What follows belongs to an exercise in optimizing a design on an open flow for small area; a production flow would make more cautious choices. In this exercise RTL edits were held to simulation tests only and were not proved equivalent to the original. Power figures rest on the tool's default switching activity, not on a simulated workload.

// rsa_block_sequencer
module rsa_block_sequencer #(
    parameter int unsigned KEY_BYTES      = 32,
    parameter int unsigned OUT_BYTES      = 31,
    parameter int unsigned TIMEOUT_CYCLES = 2**20
) (
    input  logic         i_clk,
    input  logic         i_rst_n,
    input  logic [7:0]   i_rx_data,
    input  logic         i_rx_valid,
    output logic         o_rx_ready,
    output logic [7:0]   o_tx_data,
    output logic         o_tx_valid,
    input  logic         i_tx_ready,
    output logic         o_core_start,
    output logic [255:0] o_core_a,
    output logic [255:0] o_core_d,
    output logic [255:0] o_core_n,
    input  logic [255:0] i_core_dec,
    input  logic         i_core_finished,
    input  logic         i_key_reload,
    output logic         o_busy,
    output logic         o_timeout
);
==> module rsa_block_sequencer, before the edit <==
module rsa_block_sequencer #(
    parameter int unsigned KEY_BYTES      = 32,
    parameter int unsigned OUT_BYTES      = 31,
    parameter int unsigned TIMEOUT_CYCLES = 2**20
) (
    input  logic         i_clk,
    input  logic         i_rst_n,
    input  logic [7:0]   i_rx_data,
    input  logic         i_rx_valid,
    output logic         o_rx_ready,
    output logic [7:0]   o_tx_data,
    output logic         o_tx_valid,
    input  logic         i_tx_ready,
    output logic         o_core_start,
    output logic [255:0] o_core_a,
    output logic [255:0] o_core_d,
    output logic [255:0] o_core_n,
    input  logic [255:0] i_core_dec,
    input  logic         i_core_finished,
    input  logic         i_key_reload,
    output logic         o_busy,
    output logic         o_timeout
);
    localparam int unsigned OutW = 8 * OUT_BYTES;
    localparam logic [2:0] StKeyN = 3'b000, StKeyD = 3'b001, StEnc = 3'b010,
                           StStart = 3'b100, StWait = 3'b101, StSend = 3'b110;
    logic [2:0]   state_q;
    logic [4:0]   cnt_q;        
    logic         pend_q;
    logic [511:0] nd_q;         
    logic [255:0] a_q;
    logic         rx_fire;
    logic         st_key, st_enc, st_start, st_wait, st_send;
    logic         last;
    logic         timeout_q;
    logic         tmo_fire;
    assign o_timeout = timeout_q;
    logic unused;
    assign unused = ^{i_core_dec[255:OutW], KEY_BYTES, TIMEOUT_CYCLES};
    assign st_key   = !state_q[2] && !state_q[1];
    assign st_enc   = !state_q[2] &&  state_q[1];
    assign st_start =  state_q[2] && !state_q[1] && !state_q[0];
    assign st_wait  =  state_q[2] && !state_q[1] &&  state_q[0];
    assign st_send  =  state_q[2] &&  state_q[1];
    assign last     = &cnt_q;
    assign o_rx_ready   = i_rst_n && !state_q[2];
    assign rx_fire      = i_rx_valid && o_rx_ready;
    assign o_tx_valid   = st_send;
    assign o_tx_data    = a_q[255:248];
    assign o_core_start = st_start;
    assign o_busy       = state_q[2];
    assign o_core_a     = a_q;
    assign o_core_n     = nd_q[511:256];
    assign o_core_d     = nd_q[255:0];
    always_ff @(posedge i_clk) begin
        if (i_rx_valid && st_key) nd_q <= {nd_q[503:0], i_rx_data};
        if ((st_wait && i_core_finished) || (i_rx_valid && st_enc) || (st_send && i_tx_ready))
            a_q <= state_q[0] ? {i_core_dec[OutW-1:0], i_rx_data} : {a_q[247:0], i_rx_data};
    end
    always_ff @(posedge i_clk) pend_q <= !st_key && (pend_q || i_key_reload);
    localparam logic [20:0] TmoState = 21'h0aabff;
    logic [20:0] tmo_lfsr_q;
    assign tmo_fire = (tmo_lfsr_q == TmoState);
    always_ff @(posedge i_clk)
        tmo_lfsr_q <= {tmo_lfsr_q[19:0], st_wait && !(tmo_lfsr_q[20] ^ tmo_lfsr_q[18])};
    always_ff @(posedge i_clk or negedge i_rst_n) begin
        if (!i_rst_n) begin
            state_q <= StKeyN;
            cnt_q   <= '0;
            timeout_q <= 1'b0;
        end else begin
            case (state_q)
                StKeyN, StKeyD: begin
                    if (i_key_reload) begin
                        state_q <= StKeyN;
                        cnt_q   <= '0;
                    end else if (rx_fire) begin
                        cnt_q <= cnt_q + 5'd1;
                        if (last) state_q <= state_q[0] ? StEnc : StKeyD;
                    end
                end
                StEnc: begin
                    if (i_key_reload && cnt_q == '0) begin
                        state_q <= StKeyN;
                    end else begin
                        if (rx_fire) begin
                            cnt_q <= cnt_q + 5'd1;
                            if (last) begin
                                state_q <= StStart;
                                timeout_q <= 1'b0;
                            end
                        end
                    end
                end
                StStart: begin
                    state_q <= StWait;
                end
                StWait: begin
                    if (i_core_finished) begin
                        cnt_q   <= cnt_q + 5'd1;    
                        state_q <= StSend;
                    end else begin
                        if (tmo_fire) begin
                            timeout_q <= 1'b1;
                            state_q <= StEnc;
                        end
                    end
                end
                StSend: begin
                    if (i_tx_ready) begin
                        cnt_q <= cnt_q + 5'd1;
                        if (last) begin
                            if (pend_q || i_key_reload) begin
                                state_q <= StKeyN;
                            end else begin
                                state_q <= StEnc;
                            end
                        end
                    end
                end
                default: state_q <= StKeyN;
            endcase
        end
    end
endmodule
Settings: LEC_CHECK=0, CAP_MARGIN=20, CORE_AREA=2 2 248 248, DIE_AREA=0 0 250 250, SLEW_MARGIN=20; clock period 5.0 ns.
standard.sh (not shown) runs the stock make flow with config.mk's settings and CLKGATE_MAP_FILE= SYNTH_SCRIPT=/design/flow/synth_recipe.tcl, a recipe that flattens the netlist after the stock synthesis.
==> flow/flow/run.sh <==
#!/bin/bash
# The standard layout (standard.sh, unchanged synthesis) with three settings changed:
#  * port buffers use the smallest buffer, sky130_fd_sc_hd__buf_1;
#  * IO pins may sit one routing track apart, so the pins fit on a smaller die;
#  * the clock tree uses clkbuf_8 leaf buffers driving up to 16 registers, without dummy loads.
# All tool output goes to standard.log (and ORFS's per-step logs under orfs/logs).
export BUFFER_PORTS_ARGS="-buffer_cell sky130_fd_sc_hd__buf_1"
export PLACE_PINS_ARGS="-min_distance 1 -min_distance_in_tracks"
export CTS_ARGS="-sink_clustering_enable -repair_clock_nets -dont_use_dummy_load -sink_clustering_size 20 -sink_clustering_max_diameter 60 -buf_list {sky130_fd_sc_hd__clkbuf_8} -root_buf sky130_fd_sc_hd__clkbuf_16"
bash standard.sh > standard.log 2>&1
==> next run, changes <==
--- a/flow/design.v
+++ b/flow/design.v
@@ -27,4 +27,5 @@
     logic [2:0]   state_q;
     logic [4:0]   cnt_q;        
+    logic [14:0]  tmo_hi_q;     
     logic         pend_q;
     logic [511:0] nd_q;         
@@ -58,14 +59,14 @@
             a_q <= state_q[0] ? {i_core_dec[OutW-1:0], i_rx_data} : {a_q[247:0], i_rx_data};
     end
-    always_ff @(posedge i_clk) pend_q <= !st_key && (pend_q || i_key_reload);
-    localparam logic [20:0] TmoState = 21'h0aabff;
-    logic [20:0] tmo_lfsr_q;
-    assign tmo_fire = (tmo_lfsr_q == TmoState);
-    always_ff @(posedge i_clk)
-        tmo_lfsr_q <= {tmo_lfsr_q[19:0], st_wait && !(tmo_lfsr_q[20] ^ tmo_lfsr_q[18])};
+    assign tmo_fire = last && (&tmo_hi_q);
+    always_ff @(posedge i_clk) begin
+        if (st_start) tmo_hi_q <= '0;
+        else if (st_wait && last) tmo_hi_q <= tmo_hi_q + 15'd1;
+    end
     always_ff @(posedge i_clk or negedge i_rst_n) begin
         if (!i_rst_n) begin
             state_q <= StKeyN;
             cnt_q   <= '0;
+            pend_q  <= 1'b0;
             timeout_q <= 1'b0;
         end else begin
@@ -83,5 +84,7 @@
                     if (i_key_reload && cnt_q == '0) begin
                         state_q <= StKeyN;
+                        pend_q  <= 1'b0;
                     end else begin
+                        if (i_key_reload) pend_q <= 1'b1;
                         if (rx_fire) begin
                             cnt_q <= cnt_q + 5'd1;
@@ -94,11 +97,14 @@
                 end
                 StStart: begin
+                    if (i_key_reload) pend_q <= 1'b1;
                     state_q <= StWait;
                 end
                 StWait: begin
+                    if (i_key_reload) pend_q <= 1'b1;
                     if (i_core_finished) begin
-                        cnt_q   <= cnt_q + 5'd1;    
+                        cnt_q   <= 5'd1;    
                         state_q <= StSend;
                     end else begin
+                        cnt_q <= cnt_q + 5'd1;
                         if (tmo_fire) begin
                             timeout_q <= 1'b1;
@@ -108,4 +114,5 @@
                 end
                 StSend: begin
+                    if (i_key_reload) pend_q <= 1'b1;
                     if (i_tx_ready) begin
                         cnt_q <= cnt_q + 5'd1;
@@ -113,4 +120,5 @@
                             if (pend_q || i_key_reload) begin
                                 state_q <= StKeyN;
+                                pend_q  <= 1'b0;
                             end else begin
                                 state_q <= StEnc;
After rerunning: First-iteration DRC count is higher by roughly a tenth. Cell area came out higher slightly. Global-route usage goes down by 0.38 points. Non-clock buffer count decreases by 1. Power rises by a little under a tenth. Count of clock-buffer cells in the layout goes down by 1. Combinational power increases by about a fifth. Utilization grows by 0.26 points. Routed wire length decreases slightly. Clock power came out lower slightly. Synthesized area climbs slightly. Worst setup slack loses 110 ps. Clock skew barely changes. Die area stays the same.

## run 1
The RTL this note starts from:
==> flow/design.v <==
module rsa_block_sequencer #(
    parameter int unsigned KEY_BYTES      = 32,
    parameter int unsigned OUT_BYTES      = 31,
    parameter int unsigned TIMEOUT_CYCLES = 2**20
) (
    input  logic         i_clk,
    input  logic         i_rst_n,
    input  logic [7:0]   i_rx_data,
    input  logic         i_rx_valid,
    output logic         o_rx_ready,
    output logic [7:0]   o_tx_data,
    output logic         o_tx_valid,
    input  logic         i_tx_ready,
    output logic         o_core_start,
    output logic [255:0] o_core_a,
    output logic [255:0] o_core_d,
    output logic [255:0] o_core_n,
    input  logic [255:0] i_core_dec,
    input  logic         i_core_finished,
    input  logic         i_key_reload,
    output logic         o_busy,
    output logic         o_timeout
);
    localparam int unsigned OutW = 8 * OUT_BYTES;
    localparam logic [2:0] StKeyN = 3'b000, StKeyD = 3'b001, StEnc = 3'b010,
                           StStart = 3'b100, StWait = 3'b101, StSend = 3'b110;
    logic [2:0]   state_q;
    logic [4:0]   cnt_q;        
    logic [14:0]  tmo_hi_q;     
    logic         pend_q;
    logic [511:0] nd_q;         
    logic [255:0] a_q;
    logic         rx_fire;
    logic         st_key, st_enc, st_start, st_wait, st_send;
    logic         last;
    logic         timeout_q;
    logic         tmo_fire;
    assign o_timeout = timeout_q;
    logic unused;
    assign unused = ^{i_core_dec[255:OutW], KEY_BYTES, TIMEOUT_CYCLES};
    assign st_key   = !state_q[2] && !state_q[1];
    assign st_enc   = !state_q[2] &&  state_q[1];
    assign st_start =  state_q[2] && !state_q[1] && !state_q[0];
    assign st_wait  =  state_q[2] && !state_q[1] &&  state_q[0];
    assign st_send  =  state_q[2] &&  state_q[1];
    assign last     = &cnt_q;
    assign o_rx_ready   = i_rst_n && !state_q[2];
    assign rx_fire      = i_rx_valid && o_rx_ready;
    assign o_tx_valid   = st_send;
    assign o_tx_data    = a_q[255:248];
    assign o_core_start = st_start;
    assign o_busy       = state_q[2];
    assign o_core_a     = a_q;
    assign o_core_n     = nd_q[511:256];
    assign o_core_d     = nd_q[255:0];
    always_ff @(posedge i_clk) begin
        if (i_rx_valid && st_key) nd_q <= {nd_q[503:0], i_rx_data};
        if ((st_wait && i_core_finished) || (i_rx_valid && st_enc) || (st_send && i_tx_ready))
            a_q <= state_q[0] ? {i_core_dec[OutW-1:0], i_rx_data} : {a_q[247:0], i_rx_data};
    end
    assign tmo_fire = last && (&tmo_hi_q);
    always_ff @(posedge i_clk) begin
        if (st_start) tmo_hi_q <= '0;
        else if (st_wait && last) tmo_hi_q <= tmo_hi_q + 15'd1;
    end
    always_ff @(posedge i_clk or negedge i_rst_n) begin
        if (!i_rst_n) begin
            state_q <= StKeyN;
            cnt_q   <= '0;
            pend_q  <= 1'b0;
            timeout_q <= 1'b0;
        end else begin
            case (state_q)
                StKeyN, StKeyD: begin
                    if (i_key_reload) begin
                        state_q <= StKeyN;
                        cnt_q   <= '0;
                    end else if (rx_fire) begin
                        cnt_q <= cnt_q + 5'd1;
                        if (last) state_q <= state_q[0] ? StEnc : StKeyD;
                    end
                end
                StEnc: begin
                    if (i_key_reload && cnt_q == '0) begin
                        state_q <= StKeyN;
                        pend_q  <= 1'b0;
                    end else begin
                        if (i_key_reload) pend_q <= 1'b1;
                        if (rx_fire) begin
                            cnt_q <= cnt_q + 5'd1;
                            if (last) begin
                                state_q <= StStart;
                                timeout_q <= 1'b0;
                            end
                        end
                    end
                end
                StStart: begin
                    if (i_key_reload) pend_q <= 1'b1;
                    state_q <= StWait;
                end
                StWait: begin
                    if (i_key_reload) pend_q <= 1'b1;
                    if (i_core_finished) begin
                        cnt_q   <= 5'd1;    
                        state_q <= StSend;
                    end else begin
                        cnt_q <= cnt_q + 5'd1;
                        if (tmo_fire) begin
                            timeout_q <= 1'b1;
                            state_q <= StEnc;
                        end
                    end
                end
                StSend: begin
                    if (i_key_reload) pend_q <= 1'b1;
                    if (i_tx_ready) begin
                        cnt_q <= cnt_q + 5'd1;
                        if (last) begin
                            if (pend_q || i_key_reload) begin
                                state_q <= StKeyN;
                                pend_q  <= 1'b0;
                            end else begin
                                state_q <= StEnc;
                            end
                        end
                    end
                end
                default: state_q <= StKeyN;
            endcase
        end
    end
endmodule
export LEC_CHECK = 0
export CAP_MARGIN = 20
export CORE_AREA = 2 2 248 248
export DIE_AREA = 0 0 250 250
export SLEW_MARGIN = 20
create_clock -name core_clock -period 5.0 [get_ports {i_clk}]
==> flow/flow/run.sh <==
#!/bin/bash
# The standard layout (standard.sh, unchanged synthesis) with three settings changed:
#  * port buffers use the smallest buffer, sky130_fd_sc_hd__buf_1;
#  * IO pins may sit one routing track apart, so the pins fit on a smaller die;
#  * the clock tree uses clkbuf_8 leaf buffers driving up to 16 registers, without dummy loads.
# All tool output goes to standard.log (and ORFS's per-step logs under orfs/logs).
export BUFFER_PORTS_ARGS="-buffer_cell sky130_fd_sc_hd__buf_1"
export PLACE_PINS_ARGS="-min_distance 1 -min_distance_in_tracks"
export CTS_ARGS="-sink_clustering_enable -repair_clock_nets -dont_use_dummy_load -sink_clustering_size 16 -sink_clustering_max_diameter 60 -buf_list {sky130_fd_sc_hd__clkbuf_8}"
bash standard.sh > standard.log 2>&1
diff inputs: run 1 => run 2
==> flow/design.v <==
module rsa_block_sequencer #(
    parameter int unsigned KEY_BYTES      = 32,
    parameter int unsigned OUT_BYTES      = 31,
    parameter int unsigned TIMEOUT_CYCLES = 2**20
) (
    input  logic         i_clk,
    input  logic         i_rst_n,
    input  logic [7:0]   i_rx_data,
    input  logic         i_rx_valid,
    output logic         o_rx_ready,
    output logic [7:0]   o_tx_data,
    output logic         o_tx_valid,
    input  logic         i_tx_ready,
    output logic         o_core_start,
    output logic [255:0] o_core_a,
    output logic [255:0] o_core_d,
    output logic [255:0] o_core_n,
    input  logic [255:0] i_core_dec,
    input  logic         i_core_finished,
    input  logic         i_key_reload,
    output logic         o_busy,
    output logic         o_timeout
);
    localparam int unsigned OutW = 8 * OUT_BYTES;
    localparam logic [2:0] StKeyN = 3'b000, StKeyD = 3'b001, StEnc = 3'b010,
                           StStart = 3'b100, StWait = 3'b101, StSend = 3'b110;
    logic [2:0]   state_q;
    logic [4:0]   cnt_q;        
    logic         pend_q;
    logic [511:0] nd_q;         
    logic [255:0] a_q;
    logic         rx_fire;
    logic         st_key, st_enc, st_start, st_wait, st_send;
    logic         last;
    logic         timeout_q;
    logic         tmo_fire;
    assign o_timeout = timeout_q;
    logic unused;
    assign unused = ^{i_core_dec[255:OutW], KEY_BYTES, TIMEOUT_CYCLES};
    assign st_key   = !state_q[2] && !state_q[1];
    assign st_enc   = !state_q[2] &&  state_q[1];
    assign st_start =  state_q[2] && !state_q[1] && !state_q[0];
    assign st_wait  =  state_q[2] && !state_q[1] &&  state_q[0];
    assign st_send  =  state_q[2] &&  state_q[1];
    assign last     = &cnt_q;
    assign o_rx_ready   = i_rst_n && !state_q[2];
    assign rx_fire      = i_rx_valid && o_rx_ready;
    assign o_tx_valid   = st_send;
    assign o_tx_data    = a_q[255:248];
    assign o_core_start = st_start;
    assign o_busy       = state_q[2];
    assign o_core_a     = a_q;
    assign o_core_n     = nd_q[511:256];
    assign o_core_d     = nd_q[255:0];
    always_ff @(posedge i_clk) begin
        if (i_rx_valid && st_key) nd_q <= {nd_q[503:0], i_rx_data};
        if ((st_wait && i_core_finished) || (i_rx_valid && st_enc) || (st_send && i_tx_ready))
            a_q <= state_q[0] ? {i_core_dec[OutW-1:0], i_rx_data} : {a_q[247:0], i_rx_data};
    end
    always_ff @(posedge i_clk) pend_q <= !st_key && (pend_q || i_key_reload);
    localparam logic [20:0] TmoState = 21'h0aabff;
    logic [20:0] tmo_lfsr_q;
    assign tmo_fire = (tmo_lfsr_q == TmoState);
    always_ff @(posedge i_clk)
        tmo_lfsr_q <= {tmo_lfsr_q[19:0], st_wait && !(tmo_lfsr_q[20] ^ tmo_lfsr_q[18])};
    always_ff @(posedge i_clk or negedge i_rst_n) begin
        if (!i_rst_n) begin
            state_q <= StKeyN;
            cnt_q   <= '0;
            timeout_q <= 1'b0;
        end else begin
            case (state_q)
                StKeyN, StKeyD: begin
                    if (i_key_reload) begin
                        state_q <= StKeyN;
                        cnt_q   <= '0;
                    end else if (rx_fire) begin
                        cnt_q <= cnt_q + 5'd1;
                        if (last) state_q <= state_q[0] ? StEnc : StKeyD;
                    end
                end
                StEnc: begin
                    if (i_key_reload && cnt_q == '0) begin
                        state_q <= StKeyN;
                    end else begin
                        if (rx_fire) begin
                            cnt_q <= cnt_q + 5'd1;
                            if (last) begin
                                state_q <= StStart;
                                timeout_q <= 1'b0;
                            end
                        end
                    end
                end
                StStart: begin
                    state_q <= StWait;
                end
                StWait: begin
                    if (i_core_finished) begin
                        cnt_q   <= cnt_q + 5'd1;    
                        state_q <= StSend;
                    end else begin
                        if (tmo_fire) begin
                            timeout_q <= 1'b1;
                            state_q <= StEnc;
                        end
                    end
                end
                StSend: begin
                    if (i_tx_ready) begin
                        cnt_q <= cnt_q + 5'd1;
                        if (last) begin
                            if (pend_q || i_key_reload) begin
                                state_q <= StKeyN;
                            end else begin
                                state_q <= StEnc;
                            end
                        end
                    end
                end
                default: state_q <= StKeyN;
            endcase
        end
    end
endmodule
==> comparison <==
Detail-routed via count per cell (lower): run 2. Run 2 vs run 1, global-route wire length before repair went up by 850 um. Diff run 1 -> run 2 | area after synthesis | down slightly. Run 1 -> run 2: power in sequential cells decreased by a few percent. Compared with run 1, run 2 shows a higher area occupied by registers. Compared to run 1, run 2 has non-clock inverter total of the final layout 6 lower. Comparing run 1 and run 2, the lower starting DRC count in detailed routing is on run 2. Summary of run 2 over run 1: global-route met3 utilization barely changed, multi-input combinational gate total shrank by 54, cell-internal power now sits lower.

-- port drivers added, routing unchanged --
The results above use ideal ports. As a check the final layouts listed here were re-extracted and re-timed, cells and wires unchanged.
Step 1: set_driving_cell puts a clkbuf_16 on i_clk and a buf_2 on each other input, an assumption about the parent block.
Step 2 adds t to the input delays and takes it off the output delays; t is the mean of the earliest and latest rising clock arrival at the registers after step 1. Input paths then give back, and output paths get back, about the clock's delay inside the block.
Three values: ideal, step 1, step 2; two values: the first two.
run	shift t [ns]	slack for setup (ns)	hold WS [ns]	worst setup path after step 2	cell pins on the clock port's net
the first run of note 1	0.620	1.858 / 1.858 / 1.526	0.291 / 0.291 / 0.291	input to register	1
the second run of note 1	0.610	1.749 / 1.687 / 1.759	0.380 / 0.380 / 0.380	register to register	1
run 1	0.712	1.679 / 1.621 / 1.775	0.361 / 0.374 / 0.374	register to register	1
run 2	0.710	1.850 / 1.845 / 1.552	0.317 / 0.317 / 0.317	input to register	1
After both steps setup and hold are still met in every run listed. The setup slack of the first run of note 1, which loses most, moves by 0.000 ns with the drivers and by -0.332 ns with both steps.
